This design comes from an exercise in tuning for small area on the open sky130 flow, not from production work. In this exercise RTL edits were held to simulation tests only and were not proved equivalent to the original. Power figures rest on the tool's default switching activity, not on a simulated workload.

==> design.v <==
`default_nettype none
package l2_gan_pkg;
    localparam int WIDTH       = 16;
    localparam int TOTAL_WORDS = 73;
    localparam int L1_W_BASE = 0;   localparam int L1_W_LEN = 16;
    localparam int L1_B_BASE = 16;  localparam int L1_B_LEN = 4;
    localparam int L2_W_BASE = 20;  localparam int L2_W_LEN = 8;
    localparam int L2_B_BASE = 28;  localparam int L2_B_LEN = 2;
    localparam int L3_W_BASE = 30;  localparam int L3_W_LEN = 2;
    localparam int L3_B_BASE = 32;  localparam int L3_B_LEN = 1;
    localparam int L4_W_BASE = 33;  localparam int L4_W_LEN = 1;
    localparam int L4_B_BASE = 34;  localparam int L4_B_LEN = 1;
    localparam int L5_W_BASE = 35;  localparam int L5_W_LEN = 1;
    localparam int L5_B_BASE = 36;  localparam int L5_B_LEN = 1;
    localparam int L6_W_BASE = 37;  localparam int L6_W_LEN = 2;
    localparam int L6_B_BASE = 39;  localparam int L6_B_LEN = 2;
    localparam int L7_W_BASE = 41;  localparam int L7_W_LEN = 8;
    localparam int L7_B_BASE = 49;  localparam int L7_B_LEN = 4;
    localparam int L8_W_BASE = 53;  localparam int L8_W_LEN = 16;
    localparam int L8_B_BASE = 69;  localparam int L8_B_LEN = 4;
    typedef enum logic [1:0] {
        ST_IDLE = 2'd0,
        ST_LOAD = 2'd1,
        ST_DONE = 2'd2
    } state_t;
endpackage : l2_gan_pkg
`default_nettype wire
`default_nettype none
import l2_gan_pkg::*;
module l2_gan_param_loader (
    input  logic                 clk,
    input  logic                 rst,
    input  logic                 start,
    input  logic [WIDTH-1:0]     in_data,
    input  logic                 in_valid,
    output logic                 in_ready,
    output logic                 busy,
    output logic                 params_valid,
    output logic [6:0]           word_cnt,
    output logic                 cksum_err,
    output logic [255:0]         L1_w,
    output logic [63:0]          L1_b,
    output logic [127:0]         L2_w,
    output logic [31:0]          L2_b,
    output logic [31:0]          L3_w,
    output logic [15:0]          L3_b,
    output logic [15:0]          L4_w,
    output logic [15:0]          L4_b,
    output logic [15:0]          L5_w,
    output logic [15:0]          L5_b,
    output logic [31:0]          L6_w,
    output logic [31:0]          L6_b,
    output logic [127:0]         L7_w,
    output logic [63:0]          L7_b,
    output logic [255:0]         L8_w,
    output logic [63:0]          L8_b
);
    logic                          busy_q;
    logic [6:0]                    cnt_q;
    logic [WIDTH*TOTAL_WORDS-1:0]  bank_q;
    logic                          accept;
    logic                          last;      
    logic                          store;
    assign last   = cnt_q[6] & cnt_q[3] & cnt_q[0];
    assign accept = busy_q & in_valid & ~start;
    assign store  = accept & ~last;
    always_ff @(posedge clk or posedge rst) begin
        if (rst) begin
            busy_q <= 1'b0;
            cnt_q  <= '0;
        end else begin
            busy_q <= start | (busy_q & ~(in_valid & last));
            cnt_q  <= (cnt_q & {7{~start}}) + {6'd0, accept};
        end
    end
    always_ff @(posedge clk) begin
        if (store) bank_q <= {in_data, bank_q[WIDTH*TOTAL_WORDS-1:WIDTH]};
    end
    localparam int HW = WIDTH / 2;
    logic [WIDTH-1:0] sum_q;
    logic             cy_q;
    logic [WIDTH-1:0] sa, sb, ss;
    logic [WIDTH:0]   sc;
    logic             done, sum_zero;
    assign sa    = sum_q & {WIDTH{~start}};
    assign sb    = in_data & {WIDTH{accept}};
    assign sc[0] = 1'b0;
    for (genvar i = 0; i < WIDTH; i++) begin : g_add
        logic ci;
        if (i == HW) begin : g_cut
            assign ci = cy_q & ~start;
        end else begin : g_chain
            assign ci = sc[i];
        end
        assign ss[i]   = sa[i] ^ sb[i] ^ ci;
        assign sc[i+1] = (sa[i] & sb[i]) | (ci & (sa[i] ^ sb[i]));
    end
    always_ff @(posedge clk) begin
        sum_q <= ss;
        cy_q  <= sc[HW];
    end
    assign sum_zero     = ~(|sum_q[HW-1:0]) &
                          (cy_q ? (&sum_q[WIDTH-1:HW]) : ~(|sum_q[WIDTH-1:HW]));
    assign done         = ~busy_q & cnt_q[1];
    assign cksum_err    = done & ~sum_zero;
    assign params_valid = done & sum_zero;
    assign in_ready = busy_q;
    assign busy     = busy_q;
    assign word_cnt = cnt_q;
    assign L1_w = bank_q[L1_W_BASE*WIDTH +: L1_W_LEN*WIDTH];
    assign L1_b = bank_q[L1_B_BASE*WIDTH +: L1_B_LEN*WIDTH];
    assign L2_w = bank_q[L2_W_BASE*WIDTH +: L2_W_LEN*WIDTH];
    assign L2_b = bank_q[L2_B_BASE*WIDTH +: L2_B_LEN*WIDTH];
    assign L3_w = bank_q[L3_W_BASE*WIDTH +: L3_W_LEN*WIDTH];
    assign L3_b = bank_q[L3_B_BASE*WIDTH +: L3_B_LEN*WIDTH];
    assign L4_w = bank_q[L4_W_BASE*WIDTH +: L4_W_LEN*WIDTH];
    assign L4_b = bank_q[L4_B_BASE*WIDTH +: L4_B_LEN*WIDTH];
    assign L5_w = bank_q[L5_W_BASE*WIDTH +: L5_W_LEN*WIDTH];
    assign L5_b = bank_q[L5_B_BASE*WIDTH +: L5_B_LEN*WIDTH];
    assign L6_w = bank_q[L6_W_BASE*WIDTH +: L6_W_LEN*WIDTH];
    assign L6_b = bank_q[L6_B_BASE*WIDTH +: L6_B_LEN*WIDTH];
    assign L7_w = bank_q[L7_W_BASE*WIDTH +: L7_W_LEN*WIDTH];
    assign L7_b = bank_q[L7_B_BASE*WIDTH +: L7_B_LEN*WIDTH];
    assign L8_w = bank_q[L8_W_BASE*WIDTH +: L8_W_LEN*WIDTH];
    assign L8_b = bank_q[L8_B_BASE*WIDTH +: L8_B_LEN*WIDTH];
endmodule
`default_nettype wire
==> flow/run.sh <==
#!/bin/bash
# Standard layout, except: the port buffers are the smallest buffer cell, the
# pins may sit one track apart (so a smaller die fits them), and the clock tree
# uses small leaf clock buffers under a strong root, without dummy loads.
set -e
export BUFFER_PORTS_ARGS="-buffer_cell sky130_fd_sc_hd__buf_1"
export PLACE_PINS_ARGS="-min_distance 1 -min_distance_in_tracks"
export CTS_ARGS="-sink_clustering_enable -repair_clock_nets -sink_clustering_size 10 -sink_clustering_max_diameter 35 -buf_list {sky130_fd_sc_hd__clkbuf_4 sky130_fd_sc_hd__clkbuf_8} -root_buf sky130_fd_sc_hd__clkbuf_16 -sink_clustering_buffer sky130_fd_sc_hd__clkbuf_4 -dont_use_dummy_load"
bash standard.sh > standard.log 2>&1
==> standard.sh <==
#!/bin/bash
# synth_recipe.tcl (not shown) runs the flow's synth.tcl, then flattens the netlist and writes it again
# the make line also repeats each setting of config.mk as NAME=value (left out here)
make -C /OpenROAD-flow-scripts/flow DESIGN_CONFIG=/design/flow/config.mk WORK_HOME=/design/flow/orfs CLKGATE_MAP_FILE= SYNTH_SCRIPT=/design/flow/synth_recipe.tcl "${@:-finish}"
==> config.mk <==
export PLATFORM = sky130hd
export DESIGN_NAME = l2_gan_param_loader
export DESIGN_NICKNAME = l2_gan_param_loader
export VERILOG_FILES = /design/flow/design.v
export SDC_FILE = /design/flow/constraint.sdc
export NUM_CORES = 4
export LEC_CHECK = 0
export CAP_MARGIN = 20
export CORE_AREA = 5 5 235 235
export DIE_AREA = 0 0 240 240
export SLEW_MARGIN = 20
==> constraint.sdc <==
create_clock -name core_clock -period 5.0 [get_ports {clk}]
set_input_delay 1.0000 -clock core_clock [delete_from_list [all_inputs] [get_ports {clk}]]
set_output_delay 1.0000 -clock core_clock [all_outputs]
set_load 0.01 [all_outputs]
==> results of run 1 <==
## metrics by stage
stage	worst slack, ps	util
CTS	1020	0.825
detailed placement	327	0.802
global placement	426	0.802
floorplan	-16860	-
finish	991	0.825
global route	860	0.825
## cell usage after synthesis, drive strengths merged (3+ instances only)
| master | number |
|---|---|
| and2 | 11 |
| buf | 3 |
| dfrtp | 8 |
| dfxtp | 17 |
| edfxtp | 1168 |
| fa | 14 |
| ha | 3 |
| inv | 14 |
| nand2 | 7 |
| nand2b | 5 |
| nand3 | 3 |
| nand4 | 3 |
| nor2 | 4 |
| nor2b | 14 |
| o21ai | 3 |
| or4 | 4 |
| xnor2 | 3 |
## path summary, 6_finish.rpt
kind	depth (start not counted)	startpoint	end
min in group core_clock	0	bank_q[1058]	bank_q[1042]
max reg2reg	11	busy_q	sum_q[15]
min	2	rst	busy_q
min reg2reg	0	bank_q[1058]	bank_q[1042]
max in group asynchronous	2	rst	cnt_q[6]
max	12	start	sum_q[15]
## metal layers
metal / track usage / up-vias / wire, µm
li1: - / 7901 / -
met1: 0.394 / 9580 / 31100
met2: 0.468 / 1739 / 44300
met3: 0.210 / 406 / 17700
met4: 0.288 / 2 / 10400
met5: 0.0152 / - / 98
## critical path, stage by stage
cell     delay, ps
buf_1           80
buf_4          270
nor2b_1        120
fa_1           450
fa_1           400
fa_1           390
fa_1           390
fa_1           380
fa_1           390
fa_1           380
xnor2_1        210
xnor2_1        130
## power breakdown
group	total [mW]	internal (mW)	switching (mW)
sequential	11.4	11.3	0.163
clock	4.43	1.56	2.87
combinational	0.668	0.134	0.534
total	16.5	12.9	3.56
## registers in the layout (all words and copies together), names as in the netlist
name,cells
sum_q,16
cy_q,1
bank_q,1168
cnt_q,7
busy_q,1
## cell families after synthesis
logic type,count (synthesis),synth area share
xor+xnor,5,0.00120
simple gates,57,0.00944
compound gates,10,0.00182
buf+inv,19,0.00213
flops,1193,0.977
fa+ha+maj,17,0.00872
## layout make-up
type	instances	area (µm²)	area share
clock buffers	150	1240	0.0287
well taps	688	861	0.0199
flip-flops and latches	1193	35600	0.823
inverters	14	55.1	0.00127
multi-input cells	89	787	0.0182
repair buffers	1213	4720	0.109
## placed cells by master (no fill, tap or decap), types with 3 or more instances in the layout
master / netlist / routed
buf_1: 0 / 1198
edfxtp_1: 1168 / 1168
clkbuf_4: 0 / 133
dfxtp_1: 17 / 17
clkbuf_8: 0 / 16
nor2b_1: 14 / 14
fa_1: 14 / 14
inv_1: 13 / 13
and2_1: 11 / 11
buf_12: 0 / 9
dfrtp_1: 8 / 8
nand2_1: 7 / 7
buf_4: 1 / 6
nand2b_1: 5 / 5
nor2_1: 4 / 4
o21ai_0: 3 / 3
nand4_1: 3 / 3
nand3_1: 3 / 3
xnor2_1: 3 / 3
ha_1: 3 / 3
==> flow_summary.toml, run 1 <==
[run_status]
status = "timing/DRC/antenna clean"

[yosys]
synth_edf_count = 1168
synth.largest_area_cell = "edfxtp_1"
avgSynthCellArea_um2 = 28.0
synthDistinctLibCells = 32
ys_warn_count = 1
synth_seq_area_share = 0.977
ys.flop_type = "edfxtp_1"
synth_area_leaders = "edfxtp_1 (96%), dfxtp_1 (0.93%), fa_1 (0.77%), dfrtp_1 (0.55%), nor2b_1 (0.24%)"
synth.top_cell.area_share = 0.962
ys_async_sr_fraction = 0.00671
syn_inst = 1301
synth-seq-cells = 1193
synth_area_mm2 = 0.0365
syn-num-nets = 1338

[placed_design]
placed_cells = 3197
numPortBuffers = 1198
place_congestion = 1.01
dpl_cell_area_mm2 = 0.0420
dpl.hpwl_um = 77500

[drt]
drt_iter0_drc = 2161
drc_errors = 0
wirelength_um = 104000
viasPerCell = 5.86
wl_per_cell_um = 31.0
ant_nets = 0
num_vias = 19628
first_pass_iters = 5

[clock_tree]
cts_tree = "yes"
post-cts-setup-buffers = 0
ctsLongestPathBuffers = 3
clock_latency_ps = 650
postCtsHoldBufs = 0
cts_max_level = 4
clk_pin_slew_ps = 90
root_buffer = "clkbuf_16"
numCtsBuffers = 150
cts_resized = 0
clkSinkCount = 1193

[cells_and_area]
nets = 2698
drive_gt1_frac = 0.0639
fin_area_mm2 = 0.0433
n_antenna_cell = 0
fill_cells = 2620
final_cells = 3347
area_growth_pct = 18.7

[sta]
max_freq_ghz = 0.249
finalSetupViolations = 0
maxSlewHeadroom = 0.270
min_period_over_period = 0.802
worst_pin_slew_ps = 1090
hold_viol_final = 0
rsz0062_at_grt = "no"
skew_ps = 51.3
min_period_ps = 4010
maxSlewViolCount = 0
tns_ps = 0
hold_ws_ps = 267

[worst_setup_path]
cp_max_fo = 25
critPathCaptureType = "flip-flop"
start_kind = "input port"
rrSetupSlack_ps = 1030
path_class = "input port to flip-flop"
worst_ep_arrival_time_ps = 4600
cp.required_ps = 5590

[grt]
grt_pass1_vias = 19138
grt_usage = 0.347
antenna_found_initial = 0
grt-ovfl-total = 0
grt_start_max_net_pins = 203
grt_pass1_wl_um = 138000

[floorplan]
row_count = 84
dieHeight_um = 240
die_area_mm2 = 0.0576
start_util = 0.695
core_area_mm2 = 0.0524
io_pins = 1199
fp.dieW_um = 240

[run]
cap_viol_max_count = 0

[power_and_ir_drop]
irDropWorstVdd_uv = 277
power.density_mw_per_mm2 = 382
p_total_mw = 16.5
leakage_nw = 12.7

[hold_path]
hp-class = "input port to async pin"
==> run 2, diff against run 1 <==
--- a/config.mk
+++ b/config.mk
@@ -7,5 +7,5 @@
 export LEC_CHECK = 0
 export CAP_MARGIN = 20
-export CORE_AREA = 5 5 235 235
-export DIE_AREA = 0 0 240 240
+export CORE_AREA = 5 5 255 255
+export DIE_AREA = 0 0 260 260
 export SLEW_MARGIN = 20
==> run 2 against run 1 <==
Against the previous run: combinational power up 1%; core utilization fell by 12 points; global-route usage fell by 5.9 points; area after synthesis is the same; sequential share of layout area decreased by 0.50 points; first-iteration DRC count fell by 6.6%; highest routed layer unchanged.
==> flow_summary.toml, run 2 <==
[floorplan]
core_area_mm2 = 0.0618
row_count = 91
dieHeight_um = 260
start_util = 0.590
fp.dieW_um = 260
io_pins = 1199
die_area_mm2 = 0.0676

[cells_and_area]
largest_reg_flops = 1168
top_register = "bank_q"
seqCellArea_mm2 = 0.0356
drive_gt1_frac = 0.0671
utilization = 0.704
final_cells = 3505
area_growth_pct = 19.4
nets = 2707
final_common_cell = "buf_1"
multiInputGateArea_um2 = 787
fin_area_mm2 = 0.0435
largestRegisters = "bank_q (1168), sum_q (16), cnt_q (7)"
final_cell_mix = "buf_1 (1198), edfxtp_1 (1168), clkbuf_4 (140)"
fill_cells = 4151
n_antenna_cell = 0

[worst_setup_path]
cp_max_fo = 25
slowest_stage = "fa_1"
slowest_delay_ps = 450
cp.required_ps = 5530
r2r_cells = 11
crit_chain = "buf_1, buf_4, nor2b_1, fa_1, fa_1, fa_1, fa_1, fa_1, fa_1, fa_1, xnor2_1, xnor2_1"
critPathCaptureType = "flip-flop"
worst_ep_arrival_time_ps = 4740
start_kind = "input port"
crit_top_cell = "fa_1"
path_class = "input port to flip-flop"

[yosys]
synth.most_common_cell = "edfxtp_1"
ys_top_cells_by_count = "edfxtp_1 (1168), dfxtp_1 (17), fa_1 (14), nor2b_1 (14), inv_1 (13)"
syn-num-nets = 1338
synth_area_leaders = "edfxtp_1 (96%), dfxtp_1 (0.93%), fa_1 (0.77%), dfrtp_1 (0.55%), nor2b_1 (0.24%)"
synth-seq-cells = 1193
avgSynthCellArea_um2 = 28.0
ys_async_sr_fraction = 0.00671
synth.top_cell.area_share = 0.962
synth_edf_count = 1168
syn_inst = 1301
synth_seq_area_share = 0.977
synthDistinctLibCells = 32
synth.largest_area_cell = "edfxtp_1"
synth_area_mm2 = 0.0365
ys.flop_type = "edfxtp_1"
ys_warn_count = 1

[sta]
worst_pin_slew_ps = 1000
min_period_ps = 4210
skew_ps = 68.0
tns_ps = 0
finalSetupViolations = 0
maxSlewViolCount = 0
hold_viol_final = 0
rsz0062_at_grt = "no"
min_period_over_period = 0.842
maxSlewHeadroom = 0.332
max_freq_ghz = 0.238

[grt]
grt_usage = 0.288
grt_pass1_wl_um = 137000
antenna_found_initial = 2
grt-ovfl-total = 0
grt_start_max_net_pins = 191
grt_pass1_vias = 19063

[clock_tree]
clock_latency_ps = 650
clkSinkCount = 1193
ctsLongestPathBuffers = 3
clk_pin_slew_ps = 100
cts_max_level = 4
cts_tree = "yes"
root_buffer = "clkbuf_16"
cts_resized = 0
numCtsBuffers = 157
postCtsHoldBufs = 0
post-cts-setup-buffers = 0

[placed_design]
numPortBuffers = 1198
dpl.hpwl_um = 76200
place_congestion = 0.960
dpl_cell_area_mm2 = 0.0423
placed_cells = 3348

[hold_path]
hp-class = "input port to async pin"

[drt]
drt_iter0_drc = 2018
num_vias = 19152
wirelength_um = 101000
first_pass_iters = 8
viasPerCell = 5.46
drc_errors = 0
ant_nets = 0
wl_per_cell_um = 28.9

[power_and_ir_drop]
leakage_nw = 12.7
irDropWorstVdd_uv = 251
p_total_mw = 16.6
power.density_mw_per_mm2 = 381

[run]
cap_viol_max_count = 0

[run_status]
status = "timing/DRC/antenna clean"
==> run 2: cell counts after synthesis <==
Identical to the previous run, type by type.
==> run 2: kinds of logic (layout without fill, tap and decap cells) <==
family / count (synthesis) / after routing / synth area share
buf+inv: 19 / 1386 / 0.00213
xor+xnor: 5 / 5 / 0.00120
flops: 1193 / 1193 / 0.977
compound gates: 10 / 10 / 0.00182
fa+ha+maj: 17 / 17 / 0.00872
simple gates: 57 / 57 / 0.00944
==> run 2: layout make-up <==
type                    count  area share
clock buffers             157      0.0298
inverters                  14     0.00126
multi-input cells          89      0.0181
flip-flops and latches   1193       0.818
well taps                 837      0.0240
repair buffers           1215       0.109
==> run 2: where the power goes <==
group | switching, mW | total, mW | internal (mW)
combinational | 0.539 | 0.675 | 0.136
clock | 2.89 | 4.51 | 1.63
sequential | 0.148 | 11.4 | 11.3
==> run 2: final timing paths <==
check                             from     endpoint  slack [ps]
max reg2reg                     busy_q    sum_q[15]         910
max in group asynchronous          rst     cnt_q[2]        4380
min in group core_clock    bank_q[628]  bank_q[612]         420
max                              start    sum_q[15]         790
min reg2reg                bank_q[628]  bank_q[612]         420
min                                rst     cnt_q[0]         310
==> run 2: critical path: cells and delay by family <==
| family | cells | cell delay [ps] |
|---|---|---|
| buffers and inverters | 2 | 380 |
| AND/OR/NAND/NOR | 1 | 110 |
| adder cells (fa/ha/maj) | 7 | 2910 |
| XOR/XNOR | 2 | 330 |
==> run 2: per-layer routing <==
layer,up-vias,GRT usage,share of wire
met5,-,0.0117,0.0011
li1,7937,-,-
met2,1515,0.391,0.42
met3,381,0.193,0.18
met4,6,0.221,0.087
met1,9313,0.318,0.32
==> run 2: metrics by stage <==
stage               hold WS (ps)  worst slack [ps]
floorplan                    499            -16860
finish                       310               791
CTS                          271               842
global placement             428               373
global route                 290               691
detailed placement           429               182
==> run 3, diff against run 2 <==
==> flow/run.sh (replaced) <==
#!/bin/bash
# Standard layout, except: the port buffers are the smallest buffer cell, the
# pins may sit one track apart (so a smaller die fits them), and the clock tree
# uses small leaf clock buffers under a strong root, without dummy loads.
set -e
export BUFFER_PORTS_ARGS="-buffer_cell sky130_fd_sc_hd__buf_1"
export PLACE_PINS_ARGS="-min_distance 1 -min_distance_in_tracks"
export CTS_ARGS="-sink_clustering_enable -repair_clock_nets -sink_clustering_size 10 -sink_clustering_max_diameter 35 -buf_list sky130_fd_sc_hd__clkbuf_4 -root_buf sky130_fd_sc_hd__clkbuf_16 -sink_clustering_buffer sky130_fd_sc_hd__clkbuf_4 -dont_use_dummy_load"
bash standard.sh > standard.log 2>&1
==> run 3 against run 2 <==
Against the previous run: via count barely moved; fmax rose by 0.90%; power fell by 0.96%; combinational power barely moved; first-iteration DRC count fell by 0.84%; clock skew rose by 14 ps; synthesized cell count did not move.
==> flow_summary.toml, run 3 <==
[sta]
hold_viol_final = 0
maxSlewViolCount = 0
setup_ws_ps = 829
worst_pin_slew_ps = 981
min_period_over_period = 0.834
tns_ps = 0
skew_ps = 81.9
finalSetupViolations = 0
min_period_ps = 4170
maxSlewHeadroom = 0.346
rsz0062_at_grt = "no"
max_freq_ghz = 0.240
hold_ws_ps = 278

[cells_and_area]
final_common_cell = "buf_1"
area_growth_pct = 19.2
utilization = 0.703
multiInputGateArea_um2 = 787
nets = 2707
fill_cells = 4166
largest_reg_flops = 1168
top_register = "bank_q"
seqCellArea_mm2 = 0.0356
final_cells = 3507
largestRegisters = "bank_q (1168), sum_q (16), cnt_q (7)"
final_cell_mix = "buf_1 (1198), edfxtp_1 (1168), clkbuf_4 (156)"
drive_gt1_frac = 0.0671

[drt]
drc_errors = 0
num_vias = 19168
wl_per_cell_um = 29.0
ant_nets = 0
first_pass_iters = 7
drt_iter0_drc = 2001
wirelength_um = 102000
viasPerCell = 5.47

[yosys]
ys_async_sr_fraction = 0.00671
syn_inst = 1301
syn-num-nets = 1338
synthDistinctLibCells = 32
synth.most_common_cell = "edfxtp_1"
avgSynthCellArea_um2 = 28.0
synth.largest_area_cell = "edfxtp_1"
ys_warn_count = 1
synth.top_cell.area_share = 0.962
synth_seq_area_share = 0.977
synth-seq-cells = 1193
ys.flop_type = "edfxtp_1"
synth_area_mm2 = 0.0365
synth_area_leaders = "edfxtp_1 (96%), dfxtp_1 (0.93%), fa_1 (0.77%), dfrtp_1 (0.55%), nor2b_1 (0.24%)"
ys_top_cells_by_count = "edfxtp_1 (1168), dfxtp_1 (17), fa_1 (14), nor2b_1 (14), inv_1 (13)"
synth_edf_count = 1168

[floorplan]
io_pins = 1199
start_util = 0.590
core_area_mm2 = 0.0618
dieHeight_um = 260
fp.dieW_um = 260
row_count = 91
die_area_mm2 = 0.0676

[clock_tree]
ctsLongestPathBuffers = 3
clk_pin_slew_ps = 100
cts_tree = "yes"
post-cts-setup-buffers = 0
clkSinkCount = 1193
numCtsBuffers = 157
clock_latency_ps = 700
root_buffer = "clkbuf_16"
postCtsHoldBufs = 0
cts_max_level = 4
cts_resized = 0

[power_and_ir_drop]
power.density_mw_per_mm2 = 378
pwr-share-seq = 0.694
power_frac_comb = 0.041
p_int_mw = 12.9
irDropWorstVdd_uv = 250
p_sw_mw = 3.56
p_clk_frac = 0.265
power.share.switching = 0.217
leakage_nw = 12.7

[worst_setup_path]
slowest_stage = "fa_1"
crit_top_cell = "fa_1"
crit_chain = "buf_1, buf_4, nor2b_1, fa_1, fa_1, fa_1, fa_1, fa_1, fa_1, fa_1, xnor2_1, xnor2_1"
r2r-start = "busy_q"
critPathCaptureType = "flip-flop"
path_class = "input port to flip-flop"
cp.required_ps = 5560
start_kind = "input port"
slowest_delay_ps = 450
crit_buf_inv = 2
worst_ep_arrival_time_ps = 4730
crit_family = "adder cells"
critPathLaunch = "start"
cp_max_fo = 25

[placed_design]
numPortBuffers = 1198
place_congestion = 0.960
placed_cells = 3348
dpl.hpwl_um = 76200
pre_cts_ws_ps = 182

[run]
cap_viol_max_count = 0

[grt]
met1_usage = 0.318
met2_usage = 0.392
grt_pass1_wl_um = 138000
antenna_found_initial = 2
grt_usage = 0.289
grt-ovfl-total = 0
grt_use_met3 = 0.192
busiest_layer = "met2"
grt_pass1_vias = 19098
grt_start_max_net_pins = 191

[run_status]
status = "timing/DRC/antenna clean"

[hold_path]
hp-class = "input port to async pin"
-- run 3: final timing paths --
kind	end	slack [ps]	cells after the start
max	sum_q[15]	830	12
min	cnt_q[0]	280	2
max reg2reg	sum_q[15]	910	11
min reg2reg	bank_q[865]	390	0
max in group asynchronous	cnt_q[2]	4410	2
min in group core_clock	bank_q[865]	390	0
-- run 3: cell type report --
| class | instances | area share |
|---|---|---|
| antenna | 2 | 0.000115 |
| inverter | 14 | 0.00127 |
| tap | 837 | 0.0241 |
| timing repair buffer | 1215 | 0.109 |
| clock buffer | 157 | 0.0275 |
| sequential | 1193 | 0.820 |
| multi-input combinational | 89 | 0.0181 |
-- run 3: logic make-up (layout without fill, tap and decap cells) --
| logic type | count (synthesis) | in the layout | synth area share |
|---|---|---|---|
| flops | 1193 | 1193 | 0.977 |
| simple gates | 57 | 57 | 0.00944 |
| buf+inv | 19 | 1386 | 0.00213 |
| fa+ha+maj | 17 | 17 | 0.00872 |
| compound gates | 10 | 10 | 0.00182 |
| xor+xnor | 5 | 5 | 0.00120 |
| other cells | 0 | 2 | 0 |
-- run 3: metal layers --
layer | up-vias | wire [µm]
met5 | - | 97
met2 | 1499 | 42600
met4 | 4 | 8720
li1 | 7939 | -
met3 | 363 | 17700
met1 | 9363 | 32500
-- run 3: through the flow --
stage	power, mW	instance area [µm²]
2_1_floorplan	12.3	36500
6_report	16.4	43500
5_1_grt	17.1	43500
4_1_cts	16.6	43400
3_3_place_gp	12.3	42300
3_5_place_dp	12.3	42300
-- run 3: power by group through the flow --
stage	clock, mW	sequential (mW)	combinational [mW]
final	4.35	11.4	0.675
after global placement	0	11.6	0.658
after floorplan	0	12.1	0.179
after CTS	4.49	11.4	0.665
after global routing	4.95	11.4	0.707
after detailed placement	0	11.6	0.667
==> run 4, diff against run 3 <==
--- a/config.mk
+++ b/config.mk
@@ -7,5 +7,6 @@
 export LEC_CHECK = 0
 export CAP_MARGIN = 20
-export CORE_AREA = 5 5 255 255
-export DIE_AREA = 0 0 260 260
+export CORE_AREA = 5 5 235 235
+export DIE_AREA = 0 0 240 240
+export GPL_TIMING_DRIVEN = 0
 export SLEW_MARGIN = 20
==> run 4 against run 3 <==
Against the previous run: core utilization is 15 points higher; hold slack worse by 60 ps; worst setup slack got worse by 280 ps; die area is 15% lower; combinational power grew 23%; synthesized cell count unchanged; final cell count is 3.2% lower; register-to-register slack lost 230 ps; first-iteration DRC count decreased by 3.1%; largest power group unchanged; highest routed layer unchanged.
==> flow_summary.toml, run 4 <==
[sta]
min_period_over_period = 0.891
tns_ps = 0
min_period_ps = 4450
hold_ws_ps = 218
maxSlewHeadroom = 0.586
maxSlewViolCount = 0
skew_ps = 73.0
rsz0062_at_grt = "no"
hold_viol_final = 0
worst_pin_slew_ps = 624
max_freq_ghz = 0.224
finalSetupViolations = 0

[yosys]
synth_edf_count = 1168
ys_async_sr_fraction = 0.00671
synth_area_leaders = "edfxtp_1 (96%), dfxtp_1 (0.93%), fa_1 (0.77%), dfrtp_1 (0.55%), nor2b_1 (0.24%)"
avgSynthCellArea_um2 = 28.0
ys_warn_count = 1
synth_area_mm2 = 0.0365
ys.flop_type = "edfxtp_1"
synth.most_common_cell = "edfxtp_1"
synth.largest_area_cell = "edfxtp_1"
synthDistinctLibCells = 32
syn_inst = 1301
synth.top_cell.area_share = 0.962
syn-num-nets = 1338
synth_seq_area_share = 0.977
ys_top_cells_by_count = "edfxtp_1 (1168), dfxtp_1 (17), fa_1 (14), nor2b_1 (14), inv_1 (13)"
synth-seq-cells = 1193

[clock_tree]
ctsLongestPathBuffers = 3
clock_latency_ps = 700
post-cts-setup-buffers = 0
numCtsBuffers = 148
cts_max_level = 4
clkSinkCount = 1193
root_buffer = "clkbuf_16"
postCtsHoldBufs = 0
cts_resized = 0
clk_pin_slew_ps = 100
cts_tree = "yes"

[floorplan]
io_pins = 1199
core_area_mm2 = 0.0524
dieHeight_um = 240
start_util = 0.695
die_area_mm2 = 0.0576
fp.dieW_um = 240
row_count = 84

[worst_setup_path]
worst_ep_arrival_time_ps = 5050
r2r-start = "busy_q"
cp.required_ps = 5600
r2r_cells = 13
start_kind = "input port"
cp_max_fo = 10
critPathLaunch = "start"
critPathCaptureType = "flip-flop"
path_class = "input port to flip-flop"

[grt]
grt_start_max_net_pins = 28
antenna_found_initial = 1
grt_pass1_vias = 19604
busiest_layer = "met2"
met2_usage = 0.470
grt_use_met3 = 0.224
grt_usage = 0.354
grt_pass1_wl_um = 141000
met1_usage = 0.391
grt-ovfl-total = 0

[placed_design]
dpl.hpwl_um = 80100
dpl_cell_area_mm2 = 0.0434
placed_cells = 3246
place_congestion = 0.982
numPortBuffers = 1198

[cells_and_area]
area_growth_pct = 22.1
drive_gt1_frac = 0.0795
fin_area_mm2 = 0.0445
final_common_cell = "buf_1"
largest_reg_flops = 1168
largestRegisters = "bank_q (1168), sum_q (16), cnt_q (7)"
top_register = "bank_q"
final_cell_mix = "buf_1 (1198), edfxtp_1 (1168), clkbuf_4 (147)"
final_cells = 3395
nets = 2745

[drt]
ant_nets = 0
drt_iter0_drc = 1939
drc_errors = 0
num_vias = 19752
wirelength_um = 105000
first_pass_iters = 7
wl_per_cell_um = 30.9
viasPerCell = 5.82

[run]
cap_viol_max_count = 0

[hold_path]
hp-class = "input port to async pin"

[power_and_ir_drop]
leakage_nw = 13.2
power.density_mw_per_mm2 = 370
irDropWorstVdd_uv = 317

[run_status]
status = "timing/DRC/antenna clean"
run 4: cell count changes in the layout (fill, tap and decap cells not counted), moves of 2 or more:
cell      before  now
clkbuf_4     156  147
clkbuf_1       0    2
buf_8          0    6
buf_6          0    2
buf_4          7    1
buf_12        10    1
buf_16         0   52
run 4: kinds of logic after synthesis:
group | after synthesis | share of synthesized area
XOR/XNOR | 5 | 0.00120
adder cells (fa/ha/maj) | 17 | 0.00872
AND/OR/NAND/NOR | 57 | 0.00944
buffers and inverters | 19 | 0.00213
AO/OA/AOI/OAI | 10 | 0.00182
flip-flops | 1193 | 0.977
run 4: metal layers:
| layer | share of wire | wire [µm] |
|---|---|---|
| met1 | 0.30 | 31300 |
| met2 | 0.42 | 43900 |
| met3 | 0.17 | 18000 |
| met4 | 0.11 | 11600 |
| met5 | 0.00098 | 103 |
run 4: area by class of cell:
cell class,count,area [µm²]
clock buffers,148,1130
multi-input cells,89,787
diodes,1,2.50
flip-flops and latches,1193,35600
plain buffers,5,37.5
fillers,2406,7920
well taps,688,861
repair buffers,1257,6040
inverters,14,55.1
run 4: final timing paths:
kind / endpoint / slack, ps
max in group asynchronous: busy_q / 4520
hold reg to reg: bank_q[141] / 410
min in group core_clock: bank_q[141] / 410
hold / removal: cnt_q[4] / 220
setup reg to reg: sum_q[15] / 680
setup / recovery: sum_q[15] / 550
run 4: worst max-delay path, stage by stage:
cell     delay [ps]
buf_1           290
and3b_1         240
buf_6           130
buf_6           130
and2_1          190
fa_1            420
fa_1            390
fa_1            390
fa_1            380
fa_1            390
fa_1            390
fa_1            390
xnor2_1         200
xnor2_1         140
run 4: per-stage QoR:
stage          utilization  setup WS, ps  total power, mW
2_1_floorplan            -        -16860             12.3
3_3_place_gp         0.798        -22280             12.7
3_5_place_dp         0.827          -178             12.4
4_1_cts              0.849           555             16.5
5_1_grt              0.849           395             17.1
6_report             0.849           546             16.5
run 4: power breakdown:
group	leakage, nW	switching, mW	internal, mW
clock network	0.689	2.86	1.40
logic	2.51	0.587	0.243
registers	10.0	0.146	11.2
==> run 5, diff against run 4 <==
--- a/config.mk
+++ b/config.mk
@@ -6,7 +6,6 @@
 export NUM_CORES = 4
 export LEC_CHECK = 0
-export CAP_MARGIN = 20
+export CAP_MARGIN = 5
 export CORE_AREA = 5 5 235 235
 export DIE_AREA = 0 0 240 240
-export GPL_TIMING_DRIVEN = 0
-export SLEW_MARGIN = 20
+export SLEW_MARGIN = 5
==> run 5 against run 4 <==
Against the previous run: still clean; synthesized cell count stayed put; sequential power hardly changed; sequential share of layout area is 2.5 points higher; worst setup slack better by 470 ps.
==> flow_summary.toml, run 5 <==
[power_and_ir_drop]
p_total_mw = 16.3
power_frac_comb = 0.041
pwr-share-seq = 0.698
leakage_nw = 12.6
p_sw_mw = 3.54
p_int_mw = 12.8
power.density_mw_per_mm2 = 378
p_clk_frac = 0.261
power.share.switching = 0.217
irDropWorstVdd_uv = 264

[clock_tree]
cts_tree = "yes"
numCtsBuffers = 150
post-cts-setup-buffers = 0
clkSinkCount = 1193
clock_latency_ps = 720
cts_resized = 0
clk_pin_slew_ps = 90
cts_max_level = 4
root_buffer = "clkbuf_16"
postCtsHoldBufs = 0
ctsLongestPathBuffers = 3

[cells_and_area]
multiInputGateArea_um2 = 787
final_common_cell = "buf_1"
fill_cells = 2634
seqCellArea_mm2 = 0.0356
largestRegisters = "bank_q (1168), sum_q (16), cnt_q (7)"
final_cell_mix = "buf_1 (1198), edfxtp_1 (1168), clkbuf_4 (149)"
nets = 2698
drive_gt1_frac = 0.0639
top_register = "bank_q"
largest_reg_flops = 1168
utilization = 0.824
area_growth_pct = 18.5

[worst_setup_path]
crit_chain = "and3b_1, and2_1, fa_1, fa_1, fa_1, fa_1, fa_1, fa_1, fa_1, xnor2_1, xnor2_1"
crit_family = "adder cells"
r2r-start = "busy_q"
reg2reg_to = "sum_q[15]"
start_kind = "flip-flop"
slowest_delay_ps = 440
r2r_cells = 11
path_depth = 11
crit_top_cell = "fa_1"
cp.required_ps = 5630
path_class = "flip-flop to flip-flop"
rrSetupSlack_ps = 1020
worst_ep_arrival_time_ps = 4620
critPathLaunch = "busy_q"
critPathCaptureType = "flip-flop"
slowest_stage = "dfrtp_1"
crit_buf_inv = 0
endpoint = "sum_q[15]"
cp_max_fo = 6

[yosys]
synth_top_family_by_area = "simple AND/OR/NAND/NOR gates"
ys_top_cells_by_count = "edfxtp_1 (1168), dfxtp_1 (17), fa_1 (14), nor2b_1 (14), inv_1 (13)"
synth.top_cell.area_share = 0.962
synth-compound-area-share = 0.00182
yosys.area_share.simple = 0.00944
syn-num-nets = 1338
synthDistinctLibCells = 32
synth_area_mm2 = 0.0365
synth_seq_area_share = 0.977
synth_area_leaders = "edfxtp_1 (96%), dfxtp_1 (0.93%), fa_1 (0.77%), dfrtp_1 (0.55%), nor2b_1 (0.24%)"
synth.largest_area_cell = "edfxtp_1"
ys.flop_type = "edfxtp_1"
synth_xor_area_frac = 0.00120
ys_warn_count = 1
synthMuxAreaShare = 0
ys_async_sr_fraction = 0.00671
synth_fa_ha_area_frac = 0.00872
synth_edf_count = 1168
avgSynthCellArea_um2 = 28.0
synth.most_common_cell = "edfxtp_1"
synth-seq-cells = 1193
syn_inst = 1301

[grt]
antenna_found_initial = 1
grt_pass1_wl_um = 138000
busiest_layer = "met2"
grt_use_met3 = 0.205
met1_usage = 0.393
grt_start_max_net_pins = 203
grt_pass1_vias = 19184
met2_usage = 0.464
grt-ovfl-total = 0
grt_usage = 0.346

[drt]
wl_per_cell_um = 30.9
wirelength_um = 103000
drc_errors = 0
first_pass_iters = 5
drt_iter0_drc = 2059
viasPerCell = 5.87
ant_nets = 0
num_vias = 19675

[floorplan]
row_count = 84
die_area_mm2 = 0.0576
io_pins = 1199
dieHeight_um = 240
fp.dieW_um = 240
core_area_mm2 = 0.0524
start_util = 0.695

[sta]
worst_pin_slew_ps = 1060
maxSlewViolCount = 0
min_period_over_period = 0.797
finalSetupViolations = 0
tns_ps = 0
max_freq_ghz = 0.251
min_period_ps = 3980
skew_ps = 65.4
rsz0062_at_grt = "no"
hold_viol_final = 0
maxSlewHeadroom = 0.291

[placed_design]
place_congestion = 1.01
dpl.hpwl_um = 77500
numPortBuffers = 1198

[hold_path]
hp-class = "input port to async pin"

[run]
cap_viol_max_count = 0

[run_status]
status = "timing/DRC/antenna clean"
[run 5: cell counts after synthesis]
No cell type changed its count.
[run 5: power groups by stage]
| stage | Sequential, mW | Clock [mW] | Combinational (mW) |
|---|---|---|---|
| final | 11.4 | 4.26 | 0.667 |
| after global routing | 11.4 | 4.84 | 0.692 |
| after CTS | 11.4 | 4.36 | 0.650 |
| after detailed placement | 11.6 | 0 | 0.652 |
| after global placement | 11.6 | 0 | 0.643 |
| after floorplan | 12.1 | 0 | 0.179 |
[run 5: cell type report]
cell class,instances,area share
sequential,1193,0.824
timing repair buffer,1213,0.109
clock buffer,150,0.0265
tap,688,0.0199
multi-input combinational,89,0.0182
inverter,14,0.00127
antenna,6,0.000348
[run 5: logic make-up (layout without fill, tap and decap cells)]
| logic type | after synthesis | in the layout |
|---|---|---|
| DFF | 1193 | 1193 |
| AOI/OAI and AO/OA | 10 | 10 |
| other | 0 | 6 |
| adders and majority gates | 17 | 17 |
| buffers and inverters | 19 | 1377 |
| and+or+nand+nor | 57 | 57 |
| xor gates and xnor gates | 5 | 5 |
[run 5: how the worst min path moves through the flow]
stage,endpoint,slack (ps)
6_report,busy_q,220
5_1_grt,busy_q,230
4_1_cts,busy_q,210
3_5_place_dp,bank_q[1067],430
3_3_place_gp,bank_q[24],430
2_1_floorplan,bank_q[0],500
[run 5: per-stage QoR]
| stage | hold slack, ps | cells | cell area, µm² | worst slack [ps] |
|---|---|---|---|---|
| detailed placement | 430 | 3197 | 42000 | 327 |
| floorplan | 499 | 1301 | 36500 | -16860 |
| CTS | 205 | 3347 | 43200 | 1020 |
| global placement | 429 | 3197 | 42000 | 426 |
| global route | 226 | 3353 | 43200 | 871 |
| finish | 222 | 3353 | 43200 | 1020 |
[run 5: layer usage]
metal	vias to the layer above	part of all wire
met5	-	0.0014
met3	406	0.17
met4	4	0.10
li1	7919	-
met2	1746	0.42
met1	9600	0.30
==> run 6, diff against run 5 <==
--- a/config.mk
+++ b/config.mk
@@ -6,6 +6,6 @@
 export NUM_CORES = 4
 export LEC_CHECK = 0
-export CAP_MARGIN = 5
+export CAP_MARGIN = 20
 export CORE_AREA = 5 5 235 235
 export DIE_AREA = 0 0 240 240
-export SLEW_MARGIN = 5
+export SLEW_MARGIN = 20
==> run 6 against run 5 <==
Against the previous run: still clean; register-to-register slack is essentially flat; combinational power is essentially flat; core utilization is the same; sequential power is essentially flat; hold slack is the same; non-clock buffer count is the same; die area is the same; critical path depth is the same; count of clock-buffer cells in the layout is the same; via count is the same; critical endpoint unchanged; highest routed layer unchanged.
==> flow_summary.toml, run 6 <==
[run_status]
status = "timing/DRC/antenna clean"

[power_and_ir_drop]
leakage_nw = 12.6
irDropWorstVdd_uv = 264
power.density_mw_per_mm2 = 378

[drt]
ant_nets = 0
drt_iter0_drc = 2059
drc_errors = 0
first_pass_iters = 5
wirelength_um = 103000
num_vias = 19675
wl_per_cell_um = 30.9
viasPerCell = 5.87

[sta]
rsz0062_at_grt = "no"
hold_viol_final = 0
tns_ps = 0
min_period_ps = 3980
max_freq_ghz = 0.251
skew_ps = 65.4
setup_ws_ps = 1020
worst_pin_slew_ps = 1060
finalSetupViolations = 0
maxSlewViolCount = 0
min_period_over_period = 0.797
maxSlewHeadroom = 0.291

[clock_tree]
cts_resized = 0
post-cts-setup-buffers = 0
clock_latency_ps = 720
numCtsBuffers = 150
cts_max_level = 4
ctsLongestPathBuffers = 3
cts_tree = "yes"
clk_pin_slew_ps = 90
postCtsHoldBufs = 0
root_buffer = "clkbuf_16"
clkSinkCount = 1193

[placed_design]
place_congestion = 1.01
dpl.hpwl_um = 77500
pre_cts_ws_ps = 327
dpl_cell_area_mm2 = 0.0420
numPortBuffers = 1198

[cells_and_area]
final_cell_mix = "buf_1 (1198), edfxtp_1 (1168), clkbuf_4 (149)"
top_register = "bank_q"
largest_reg_flops = 1168
fin_area_mm2 = 0.0432
final_common_cell = "buf_1"
largestRegisters = "bank_q (1168), sum_q (16), cnt_q (7)"
nets = 2698
fill_cells = 2634
area_growth_pct = 18.5
drive_gt1_frac = 0.0639

[worst_setup_path]
path_class = "flip-flop to flip-flop"
cp.required_ps = 5630
start_kind = "flip-flop"
critPathCaptureType = "flip-flop"
worst_ep_arrival_time_ps = 4620
cp_max_fo = 6

[yosys]
synth.largest_area_cell = "edfxtp_1"
ys.flop_type = "edfxtp_1"
syn_inst = 1301
avgSynthCellArea_um2 = 28.0
synth-seq-cells = 1193
syn-num-nets = 1338
synth.top_cell.area_share = 0.962
synth_area_leaders = "edfxtp_1 (96%), dfxtp_1 (0.93%), fa_1 (0.77%), dfrtp_1 (0.55%), nor2b_1 (0.24%)"
ys_async_sr_fraction = 0.00671
synthDistinctLibCells = 32
synth_area_mm2 = 0.0365
synth.most_common_cell = "edfxtp_1"
synth_edf_count = 1168
ys_top_cells_by_count = "edfxtp_1 (1168), dfxtp_1 (17), fa_1 (14), nor2b_1 (14), inv_1 (13)"
ys_warn_count = 1
synth_seq_area_share = 0.977

[grt]
grt-ovfl-total = 0
antenna_found_initial = 1
grt_start_max_net_pins = 203
grt_pass1_wl_um = 138000
grt_usage = 0.346
grt_pass1_vias = 19184

[floorplan]
die_area_mm2 = 0.0576
io_pins = 1199
fp.dieW_um = 240
dieHeight_um = 240
row_count = 84
start_util = 0.695
core_area_mm2 = 0.0524

[hold_path]
hp-class = "input port to async pin"

[run]
cap_viol_max_count = 0
==> run 6: power by group <==
| group | switching (mW) | total, mW | internal (mW) |
|---|---|---|---|
| Sequential | 0.164 | 11.4 | 11.3 |
| Combinational | 0.534 | 0.667 | 0.134 |
| Clock | 2.85 | 4.26 | 1.41 |
==> run 6: logic make-up (layout without fill, tap and decap cells) <==
kind of cell / after synthesis / in the layout / share of synthesized area
flip-flops: 1193 / 1193 / 0.977
adder cells (fa/ha/maj): 17 / 17 / 0.00872
AO/OA/AOI/OAI: 10 / 10 / 0.00182
AND/OR/NAND/NOR: 57 / 57 / 0.00944
other: 0 / 6 / 0
buffers and inverters: 19 / 1377 / 0.00213
XOR/XNOR: 5 / 5 / 0.00120
==> run 6: final timing paths <==
check                             startpoint  slack [ps]  cells past startpoint            to
worst max-delay path                  busy_q        1020                     11     sum_q[15]
worst min-delay path                     rst         220                      2        busy_q
worst max register to register        busy_q        1020                     11     sum_q[15]
worst min register to register  bank_q[1058]         400                      0  bank_q[1042]
max in group asynchronous                rst        4480                      2      cnt_q[2]
min in group core_clock         bank_q[1058]         400                      0  bank_q[1042]
==> run 6: layout make-up <==
| type | count | area (µm²) | share of cell area |
|---|---|---|---|
| well taps | 688 | 861 | 0.0199 |
| flip-flops and latches | 1193 | 35600 | 0.824 |
| diodes | 6 | 15.0 | 0.000348 |
| clock buffers | 150 | 1140 | 0.0265 |
| multi-input cells | 89 | 787 | 0.0182 |
| repair buffers | 1213 | 4720 | 0.109 |
| inverters | 14 | 55.1 | 0.00127 |
==> run 6: metal layers <==
metal | track usage | wire, µm
met1 | 0.393 | 31200
met2 | 0.464 | 43800
met3 | 0.205 | 17600
met4 | 0.299 | 10800
met5 | 0.0177 | 146
==> run 6: critical path: stages (launching register included) <==
cell and delay, ps:
dfrtp_1 440, and3b_1 200, and2_1 180, fa_1 420, fa_1 400, fa_1 390, fa_1 390, fa_1 380
fa_1 390, fa_1 380, xnor2_1 210, xnor2_1 130
==> run 6: per-stage QoR <==
| stage | cells | hold WS (ps) | power (mW) | util |
|---|---|---|---|---|
| 2_1_floorplan | 1301 | 499 | 12.3 | - |
| 3_3_place_gp | 3197 | 429 | 12.3 | 0.802 |
| 3_5_place_dp | 3197 | 430 | 12.3 | 0.802 |
| 4_1_cts | 3347 | 205 | 16.4 | 0.823 |
| 5_1_grt | 3353 | 226 | 17.0 | 0.824 |
| 6_report | 3353 | 222 | 16.3 | 0.824 |
==> run 7, diff against run 6 <==
--- a/flow/run.sh
+++ b/flow/run.sh
@@ -7,3 +7,4 @@
 export PLACE_PINS_ARGS="-min_distance 1 -min_distance_in_tracks"
 export CTS_ARGS="-sink_clustering_enable -repair_clock_nets -sink_clustering_size 10 -sink_clustering_max_diameter 35 -buf_list sky130_fd_sc_hd__clkbuf_4 -root_buf sky130_fd_sc_hd__clkbuf_16 -sink_clustering_buffer sky130_fd_sc_hd__clkbuf_4 -dont_use_dummy_load"
+export PRE_GLOBAL_PLACE_TCL="$PWD/flow/pre_gpl.tcl"
 bash standard.sh > standard.log 2>&1
==> flow/pre_gpl.tcl (new file) <==
# Timing-driven global placement buffers the high-fanout bank write enable;
# keep it to small buffers.
set_dont_use {sky130_fd_sc_hd__buf_6 sky130_fd_sc_hd__buf_8 sky130_fd_sc_hd__buf_12 sky130_fd_sc_hd__buf_16 sky130_fd_sc_hd__bufinv_8 sky130_fd_sc_hd__bufinv_16 sky130_fd_sc_hd__clkbuf_8 sky130_fd_sc_hd__clkbuf_16 sky130_fd_sc_hd__inv_6 sky130_fd_sc_hd__inv_8 sky130_fd_sc_hd__inv_12 sky130_fd_sc_hd__inv_16 sky130_fd_sc_hd__clkinv_8 sky130_fd_sc_hd__clkinv_16}
==> run 7 against run 6 <==
Against the previous run: hold slack improved by 41 ps; count of clock-buffer cells in the layout up 1; combinational power rose by 1%; highest routed layer unchanged; cell area up 0.32%.
==> flow_summary.toml, run 7 <==
[run_status]
status = "timing/DRC/antenna clean"

[placed_design]
place_congestion = 1.02
dpl_cell_area_mm2 = 0.0422
numPortBuffers = 1198
pre_cts_ws_ps = 155
dpl.hpwl_um = 77800

[floorplan]
die_area_mm2 = 0.0576
start_util = 0.695
dieHeight_um = 240
io_pins = 1199
fp.dieW_um = 240
core_area_mm2 = 0.0524
row_count = 84

[clock_tree]
numCtsBuffers = 151
clock_latency_ps = 730
cts_max_level = 4
post-cts-setup-buffers = 0
cts_tree = "yes"
root_buffer = "clkbuf_16"
clkSinkCount = 1193
ctsLongestPathBuffers = 3
postCtsHoldBufs = 0
cts_resized = 0
clk_pin_slew_ps = 100

[worst_setup_path]
start_kind = "input port"
cp.required_ps = 5600
critPathLaunch = "start"
critPathCaptureType = "flip-flop"
r2r_cells = 11
reg2reg_to = "sum_q[15]"
r2r-start = "busy_q"
worst_ep_arrival_time_ps = 4780
path_class = "input port to flip-flop"
cp_max_fo = 17
endpoint = "sum_q[15]"
rrSetupSlack_ps = 890

[cells_and_area]
area_growth_pct = 18.9
largestRegisters = "bank_q (1168), sum_q (16), cnt_q (7)"
final_cell_mix = "buf_1 (1198), edfxtp_1 (1168), clkbuf_4 (150)"
top_register = "bank_q"
largest_reg_flops = 1168
fin_area_mm2 = 0.0433
nets = 2702
final_common_cell = "buf_1"
drive_gt1_frac = 0.0642

[drt]
drc_errors = 0
num_vias = 19530
viasPerCell = 5.82
ant_nets = 0
drt_iter0_drc = 1900
wl_per_cell_um = 31.0
first_pass_iters = 6
wirelength_um = 104000

[yosys]
syn-num-nets = 1338
ys_async_sr_fraction = 0.00671
ys.flop_type = "edfxtp_1"
synth_edf_count = 1168
synth_seq_area_share = 0.977
ys_warn_count = 1
syn_inst = 1301
synth.largest_area_cell = "edfxtp_1"
synth-seq-cells = 1193
synth_area_leaders = "edfxtp_1 (96%), dfxtp_1 (0.93%), fa_1 (0.77%), dfrtp_1 (0.55%), nor2b_1 (0.24%)"
avgSynthCellArea_um2 = 28.0
ys_top_cells_by_count = "edfxtp_1 (1168), dfxtp_1 (17), fa_1 (14), nor2b_1 (14), inv_1 (13)"
synth_area_mm2 = 0.0365
synth.most_common_cell = "edfxtp_1"
synthDistinctLibCells = 32
synth.top_cell.area_share = 0.962

[power_and_ir_drop]
p_int_mw = 12.8
p_total_mw = 16.4
leakage_nw = 12.8
p_clk_frac = 0.262
power.share.switching = 0.217
p_sw_mw = 3.56
power.density_mw_per_mm2 = 378
irDropWorstVdd_uv = 280
power_frac_comb = 0.041
pwr-share-seq = 0.697

[sta]
hold_ws_ps = 263
rsz0062_at_grt = "no"
setup_ws_ps = 816
maxSlewViolCount = 0
tns_ps = 0
min_period_over_period = 0.837
max_freq_ghz = 0.239
finalSetupViolations = 0
hold_viol_final = 0
maxSlewHeadroom = 0.313
worst_pin_slew_ps = 1030
min_period_ps = 4180
skew_ps = 83.7

[grt]
grt_usage = 0.348
antenna_found_initial = 2
grt_start_max_net_pins = 204
grt-ovfl-total = 0
grt_pass1_vias = 19181
grt_pass1_wl_um = 139000

[run]
cap_viol_max_count = 0

[hold_path]
hp-class = "input port to async pin"
-- run 7: cell types whose count changed in the layout (fill, tap and decap cells not counted) --
cell and delta:
diode_2 -4, clkbuf_4 +1, bufbuf_8 +9, buf_12 -9, bufbuf_16 +5, dlygate4sd1_1 +3
clkdlybuf4s18_2 +1, buf_4 -6
-- run 7: how the worst min path moves through the flow --
stage / slack [ps] / start / cells past startpoint / end
2_1_floorplan: 500 / bank_q[16] / 0 / bank_q[0]
6_report: 260 / rst / 2 / busy_q
3_5_place_dp: 430 / bank_q[1120] / 0 / bank_q[1104]
3_3_place_gp: 430 / bank_q[75] / 0 / bank_q[59]
5_1_grt: 260 / rst / 2 / cnt_q[5]
4_1_cts: 210 / rst / 2 / cnt_q[4]
-- run 7: power groups by stage --
| stage | Clock [mW] | Sequential (mW) | Combinational [mW] |
|---|---|---|---|
| 3_3_place_gp | 0 | 11.6 | 0.650 |
| 2_1_floorplan | 0 | 12.1 | 0.179 |
| 5_1_grt | 4.82 | 11.4 | 0.701 |
| 6_report | 4.29 | 11.4 | 0.677 |
| 3_5_place_dp | 0 | 11.6 | 0.662 |
| 4_1_cts | 4.36 | 11.4 | 0.660 |
-- run 7: layout make-up --
type	instances	area (µm²)
antenna	2	5.00
clock buffer	151	1150
fill	2550	9110
inverter	14	55.1
multi-input combinational	89	787
sequential	1193	35600
tap	688	861
timing repair buffer	1216	4860
-- run 7: worst max-delay path: stages --
cell and delay, ps:
buf_1 160, and3b_1 210, clkdlybuf4s18_2 370, and2_1 260, fa_1 410, fa_1 400, fa_1 410, fa_1 410
fa_1 410, fa_1 390, xnor2_1 200, xnor2_1 140
-- run 7: through the flow --
step | cells | util
floorplan | 1301 | -
global placement | 3200 | 0.804
detailed placement | 3200 | 0.804
CTS | 3351 | 0.826
global route | 3352 | 0.826
finish | 3353 | 0.826
-- run 7: logic make-up after synthesis --
| kind of cell | synth area share |
|---|---|
| AOI/OAI and AO/OA | 0.00182 |
| xor gates and xnor gates | 0.00120 |
| adders and majority gates | 0.00872 |
| buffers and inverters | 0.00213 |
| DFF | 0.977 |
| and+or+nand+nor | 0.00944 |
-- run 7: per-layer routing --
| layer | GRT usage | up-vias | wire (µm) |
|---|---|---|---|
| met5 | 0.00337 | - | 34 |
| met4 | 0.292 | 4 | 10400 |
| met3 | 0.218 | 430 | 18300 |
| met2 | 0.480 | 1732 | 44800 |
| met1 | 0.379 | 9453 | 30500 |
| li1 | - | 7911 | - |
==> run 8, diff against run 7 <==
==> flow/run.sh (replaced) <==
#!/bin/bash
# Standard layout, except: the port buffers are the smallest buffer cell, the
# pins may sit one track apart (so a smaller die fits them), and the clock tree
# uses small leaf clock buffers under a strong root, without dummy loads.
set -e
export BUFFER_PORTS_ARGS="-buffer_cell sky130_fd_sc_hd__buf_1"
export PLACE_PINS_ARGS="-min_distance 1 -min_distance_in_tracks"
export CTS_ARGS="-sink_clustering_enable -repair_clock_nets -sink_clustering_size 12 -sink_clustering_max_diameter 30 -buf_list sky130_fd_sc_hd__clkbuf_4 -root_buf sky130_fd_sc_hd__clkbuf_16 -sink_clustering_buffer sky130_fd_sc_hd__clkbuf_4 -dont_use_dummy_load"
bash standard.sh > standard.log 2>&1
removed: flow/pre_gpl.tcl
==> run 8 against run 7 <==
Against the previous run: still clean; first-iteration DRC count increased by 4.8%; sequential share of layout area increased by 0.16 points; fmax increased by 5.5%; hold slack got worse by 56 ps; global-route usage decreased by 0.059 points; final cell count increased by 0.21%; non-clock buffer count decreased by 3; combinational power decreased by 1%; power increased by 0.22%; critical path depth decreased by 1; critical path type is now flip-flop to flip-flop.
==> flow_summary.toml, run 8 <==
[sta]
maxSlewViolCount = 0
min_period_over_period = 0.793
finalSetupViolations = 0
hold_viol_final = 0
rsz0062_at_grt = "no"
tns_ps = 0
max_freq_ghz = 0.252
worst_pin_slew_ps = 1230
hold_ws_ps = 207
skew_ps = 89.5
min_period_ps = 3970
maxSlewHeadroom = 0.177

[worst_setup_path]
cp.required_ps = 5650
crit_chain = "and3b_1, and2_1, fa_1, fa_1, fa_1, fa_1, fa_1, fa_1, fa_1, xnor2_1, xnor2_1"
crit_family = "adder cells"
crit_buf_inv = 0
crit_top_cell = "fa_1"
slowest_delay_ps = 440
slowest_stage = "dfrtp_1"
cp_max_fo = 6
path_class = "flip-flop to flip-flop"
worst_ep_arrival_time_ps = 4610
start_kind = "flip-flop"
critPathCaptureType = "flip-flop"

[power_and_ir_drop]
irDropWorstVdd_uv = 285
leakage_nw = 12.7
power.density_mw_per_mm2 = 380

[cells_and_area]
largest_reg_flops = 1168
drive_gt1_frac = 0.0667
utilization = 0.825
top_register = "bank_q"
area_growth_pct = 18.6
largestRegisters = "bank_q (1168), sum_q (16), cnt_q (7)"
final_cell_mix = "buf_1 (1198), edfxtp_1 (1168), clkbuf_4 (157)"
final_common_cell = "buf_1"
nets = 2706
fill_cells = 2655

[placed_design]
place_congestion = 1.01
dpl.hpwl_um = 77500
numPortBuffers = 1198

[yosys]
synth_edf_count = 1168
avgSynthCellArea_um2 = 28.0
synthDistinctLibCells = 32
synth.top_cell.area_share = 0.962
synth-seq-cells = 1193
synth_area_leaders = "edfxtp_1 (96%), dfxtp_1 (0.93%), fa_1 (0.77%), dfrtp_1 (0.55%), nor2b_1 (0.24%)"
ys_warn_count = 1
synth_area_mm2 = 0.0365
ys_async_sr_fraction = 0.00671
ys_top_cells_by_count = "edfxtp_1 (1168), dfxtp_1 (17), fa_1 (14), nor2b_1 (14), inv_1 (13)"
syn_inst = 1301
syn-num-nets = 1338
ys.flop_type = "edfxtp_1"
synth.largest_area_cell = "edfxtp_1"
synth.most_common_cell = "edfxtp_1"
synth_seq_area_share = 0.977

[drt]
viasPerCell = 5.87
wirelength_um = 103000
drc_errors = 0
drt_iter0_drc = 1991
num_vias = 19738
wl_per_cell_um = 30.8
ant_nets = 0
first_pass_iters = 5

[clock_tree]
numCtsBuffers = 158
clock_latency_ps = 730
postCtsHoldBufs = 0
clkSinkCount = 1193
clk_pin_slew_ps = 90
ctsLongestPathBuffers = 3
post-cts-setup-buffers = 0
cts_tree = "yes"
root_buffer = "clkbuf_16"
cts_resized = 0
cts_max_level = 4

[floorplan]
dieHeight_um = 240
start_util = 0.695
fp.dieW_um = 240
core_area_mm2 = 0.0524
row_count = 84
io_pins = 1199
die_area_mm2 = 0.0576

[hold_path]
hp-class = "input port to async pin"

[grt]
grt_usage = 0.348
antenna_found_initial = 1
grt_pass1_vias = 19202
grt-ovfl-total = 0
grt_pass1_wl_um = 138000
grt_start_max_net_pins = 203

[run]
cap_viol_max_count = 0

[run_status]
status = "timing/DRC/antenna clean"
run 8: changes by cell type in the layout (fill, tap and decap cells not counted):
cell,previous run,this run
buf_12,0,9
clkdlybuf4s18_2,1,0
diode_2,2,5
buf_4,0,6
dlygate4sd1_1,3,0
clkbuf_4,150,157
bufbuf_16,5,0
bufbuf_8,9,0
run 8: final cells by class:
type / instances / area [µm²] / area share
well taps: 688 / 861 / 0.0199
repair buffers: 1213 / 4720 / 0.109
clock buffers: 158 / 1200 / 0.0278
multi-input cells: 89 / 787 / 0.0182
inverters: 14 / 55.1 / 0.00127
flip-flops and latches: 1193 / 35600 / 0.823
diodes: 5 / 12.5 / 0.000289
run 8: metal layers:
layer  share of wire  vias to the layer above  wire, µm  GRT usage
li1                -                     7923         -          -
met1            0.30                     9656     31300      0.392
met2            0.43                     1766     44500      0.473
met3            0.17                      393     17600      0.215
met4           0.095                        0      9870      0.283
met5               0                        -         0          0
run 8: path summary, 6_finish.rpt:
path                             start          end  slack [ps]  cells after the start
setup / recovery                busy_q    sum_q[15]        1030                     11
setup reg to reg                busy_q    sum_q[15]        1030                     11
min in group core_clock    bank_q[819]  bank_q[803]         400                      0
hold reg to reg            bank_q[819]  bank_q[803]         400                      0
hold / removal                     rst       busy_q         210                      2
max in group asynchronous          rst     cnt_q[6]        4470                      2
run 8: stage by stage:
stage / cell area [µm²] / setup slack [ps] / cells / power (mW)
2_1_floorplan: 36500 / -16860 / 1301 / 12.3
3_5_place_dp: 42000 / 327 / 3197 / 12.3
4_1_cts: 43200 / 1020 / 3355 / 16.5
5_1_grt: 43300 / 869 / 3360 / 17.0
3_3_place_gp: 42000 / 426 / 3197 / 12.3
6_report: 43300 / 1030 / 3360 / 16.4
run 8: kinds of logic after synthesis:
group | share of synthesized area
AO/OA/AOI/OAI | 0.00182
adder cells (fa/ha/maj) | 0.00872
AND/OR/NAND/NOR | 0.00944
flip-flops | 0.977
XOR/XNOR | 0.00120
buffers and inverters | 0.00213
run 8: where the power goes:
part	switching, mW	total (mW)	internal, mW
sequential	0.164	11.4	11.3
combinational	0.536	0.670	0.134
clock	2.85	4.33	1.49
==> run 9, diff against run 8 <==
==> flow/run.sh (replaced) <==
#!/bin/bash
# Standard layout, except: the port buffers are the smallest buffer cell, the
# pins may sit one track apart (so a smaller die fits them), and the clock tree
# uses small leaf clock buffers under a strong root, without dummy loads.
set -e
export BUFFER_PORTS_ARGS="-buffer_cell sky130_fd_sc_hd__buf_1"
export PLACE_PINS_ARGS="-min_distance 1 -min_distance_in_tracks"
export CTS_ARGS="-sink_clustering_enable -repair_clock_nets -sink_clustering_size 16 -sink_clustering_max_diameter 25 -buf_list sky130_fd_sc_hd__clkbuf_4 -root_buf sky130_fd_sc_hd__clkbuf_16 -sink_clustering_buffer sky130_fd_sc_hd__clkbuf_4 -dont_use_dummy_load"
bash standard.sh > standard.log 2>&1
==> run 9 against run 8 <==
Against the previous run: clock skew is 10 ps higher; non-clock buffer count stayed put; via count hardly changed; clock power is about 10% higher; largest cell class unchanged; largest power group unchanged; highest routed layer is now met5.
==> flow_summary.toml, run 9 <==
[run_status]
status = "timing/DRC/antenna clean"

[power_and_ir_drop]
irDropWorstVdd_uv = 262
power.density_mw_per_mm2 = 387
leakage_nw = 12.9

[floorplan]
fp.dieW_um = 240
start_util = 0.695
row_count = 84
dieHeight_um = 240
die_area_mm2 = 0.0576
core_area_mm2 = 0.0524
io_pins = 1199

[sta]
max_freq_ghz = 0.252
maxSlewHeadroom = 0.281
min_period_ps = 3970
hold_ws_ps = 209
setup_ws_ps = 1030
tns_ps = 0
finalSetupViolations = 0
hold_viol_final = 0
skew_ps = 99.7
worst_pin_slew_ps = 1080
maxSlewViolCount = 0
rsz0062_at_grt = "no"
min_period_over_period = 0.795

[run]
cap_viol_max_count = 0

[cells_and_area]
nets = 2744
utilization = 0.830
top_register = "bank_q"
final_cells = 3394
final_cell_mix = "buf_1 (1198), edfxtp_1 (1168), clkbuf_4 (195)"
drive_gt1_frac = 0.0799
largestRegisters = "bank_q (1168), sum_q (16), cnt_q (7)"
final_common_cell = "buf_1"
area_growth_pct = 19.4
largest_reg_flops = 1168

[yosys]
synth.most_common_cell = "edfxtp_1"
syn_inst = 1301
avgSynthCellArea_um2 = 28.0
synth_area_leaders = "edfxtp_1 (96%), dfxtp_1 (0.93%), fa_1 (0.77%), dfrtp_1 (0.55%), nor2b_1 (0.24%)"
synth_edf_count = 1168
ys_top_cells_by_count = "edfxtp_1 (1168), dfxtp_1 (17), fa_1 (14), nor2b_1 (14), inv_1 (13)"
synth_seq_area_share = 0.977
ys_warn_count = 1
synth_area_mm2 = 0.0365
synth.largest_area_cell = "edfxtp_1"
ys_async_sr_fraction = 0.00671
synth.top_cell.area_share = 0.962
ys.flop_type = "edfxtp_1"
synthDistinctLibCells = 32
synth-seq-cells = 1193
syn-num-nets = 1338

[clock_tree]
cts_resized = 0
root_buffer = "clkbuf_16"
clk_pin_slew_ps = 80
clkSinkCount = 1193
cts_tree = "yes"
post-cts-setup-buffers = 0
postCtsHoldBufs = 0
numCtsBuffers = 196
cts_max_level = 4
clock_latency_ps = 750
ctsLongestPathBuffers = 3

[worst_setup_path]
crit_buf_inv = 0
crit_top_cell = "fa_1"
cp.required_ps = 5650
start_kind = "flip-flop"
crit_family = "adder cells"
crit_chain = "and3b_1, and2_1, fa_1, fa_1, fa_1, fa_1, fa_1, fa_1, fa_1, xnor2_1, xnor2_1"
slowest_stage = "dfrtp_1"
critPathCaptureType = "flip-flop"
path_class = "flip-flop to flip-flop"
slowest_delay_ps = 440
worst_ep_arrival_time_ps = 4620
cp_max_fo = 6

[grt]
antenna_found_initial = 0
grt-ovfl-total = 0
grt_start_max_net_pins = 203
grt_usage = 0.349
grt_pass1_wl_um = 139000
grt_pass1_vias = 19476

[placed_design]
numPortBuffers = 1198
dpl.hpwl_um = 77500
placed_cells = 3197
pre_cts_ws_ps = 327
place_congestion = 1.01

[hold_path]
hp-class = "input port to async pin"

[drt]
drc_errors = 0
first_pass_iters = 7
ant_nets = 0
wl_per_cell_um = 30.7
viasPerCell = 5.81
num_vias = 19735
wirelength_um = 104000
drt_iter0_drc = 2005
==> run 9: cell counts after synthesis <==
Identical to the previous run, type by type.
==> run 9: area by class of cell <==
| cell class | count | area (µm²) |
|---|---|---|
| Clock buffer | 196 | 1490 |
| Antenna cell | 1 | 2.50 |
| Timing Repair Buffer | 1213 | 4720 |
| Fill cell | 2623 | 8910 |
| Multi-Input combinational cell | 89 | 787 |
| Tap cell | 688 | 861 |
| Inverter | 14 | 55.1 |
| Sequential cell | 1193 | 35600 |
==> run 9: through the flow <==
stage	power, mW	instance area (µm²)
finish	16.9	43500
global route	17.5	43500
CTS	16.9	43500
detailed placement	12.3	42000
global placement	12.3	42000
floorplan	12.3	36500
==> run 9: metal layers <==
metal | share of wire | vias up | track usage
li1 | - | 8005 | -
met5 | 0.00042 | - | 0.00589
met4 | 0.10 | 2 | 0.293
met3 | 0.17 | 403 | 0.214
met2 | 0.43 | 1720 | 0.473
met1 | 0.30 | 9605 | 0.391
==> run 9: power breakdown <==
part | internal (mW) | total, mW | switching [mW]
clock | 1.82 | 4.77 | 2.95
sequential | 11.3 | 11.4 | 0.163
combinational | 0.134 | 0.671 | 0.537
total | 13.2 | 16.9 | 3.65
==> run 9: worst paths after layout <==
kind                              start           end  slack [ps]  cells after the start
setup / recovery                 busy_q     sum_q[15]        1030                     11
hold / removal                      rst        busy_q         210                      2
setup reg to reg                 busy_q     sum_q[15]        1030                     11
hold reg to reg            bank_q[1072]  bank_q[1056]         390                      0
max in group asynchronous           rst      cnt_q[6]        4470                      2
min in group core_clock    bank_q[1072]  bank_q[1056]         390                      0
==> run 9: kinds of logic after synthesis <==
family	count (synthesis)	synth area share
AO/OA/AOI/OAI	10	0.00182
AND/OR/NAND/NOR	57	0.00944
XOR/XNOR	5	0.00120
adder cells (fa/ha/maj)	17	0.00872
flip-flops	1193	0.977
buffers and inverters	19	0.00213

## separate check: timing with driven ports
Ports are ideal in the flow. The routed layouts listed here were re-timed in OpenROAD.
Step 1: set_driving_cell puts a clkbuf_16 on clk and a buf_2 on each other input, an assumption about the parent block.
Step 2 times the ports against the registers' clock, not the clock port: input delays grow and output delays shrink by t, the midpoint of the rising clock arrivals with the driver on.
a / b / c = no drivers / after step 1 / after step 2; a / b = the first two.
| run | t, ns | setup slack, ns | worst setup path at the end | latest minus earliest clock arrival (ns) | worst data-port slew with drivers (ns) |
|---|---|---|---|---|---|
| run 1 | 0.700 | 0.991 / 1.010 / 0.310 | input to register | 0.063 / 0.063 | 0.08 |
| run 2 | 0.675 | 0.791 / 0.798 / 0.122 | input to register | 0.079 / 0.079 | 0.08 |
| run 3 | 0.720 | 0.829 / 0.836 / 0.117 | input to register | 0.094 / 0.093 | 0.07 |
| run 4 | 0.729 | 0.546 / 0.545 / -0.184 | input to register | 0.083 / 0.083 | 0.09 |
| run 5 | 0.748 | 1.017 / 1.017 / 0.307 | input to register | 0.068 / 0.068 | 0.08 |
| run 6 | 0.748 | 1.017 / 1.017 / 0.307 | input to register | 0.068 / 0.068 | 0.08 |
| run 7 | 0.744 | 0.816 / 0.822 / 0.078 | input to register | 0.087 / 0.087 | 0.09 |
| run 8 | 0.739 | 1.033 / 1.033 / 0.318 | input to register | 0.105 / 0.106 | 0.07 |
| run 9 | 0.751 | 1.025 / 1.025 / 0.316 | input to register | 0.126 / 0.126 | 0.09 |
Met with ideal ports but missed after step 2: setup timing in run 4. The setup slack of run 7, which loses most, moves by +0.006 ns with the drivers and by -0.738 ns with both steps.
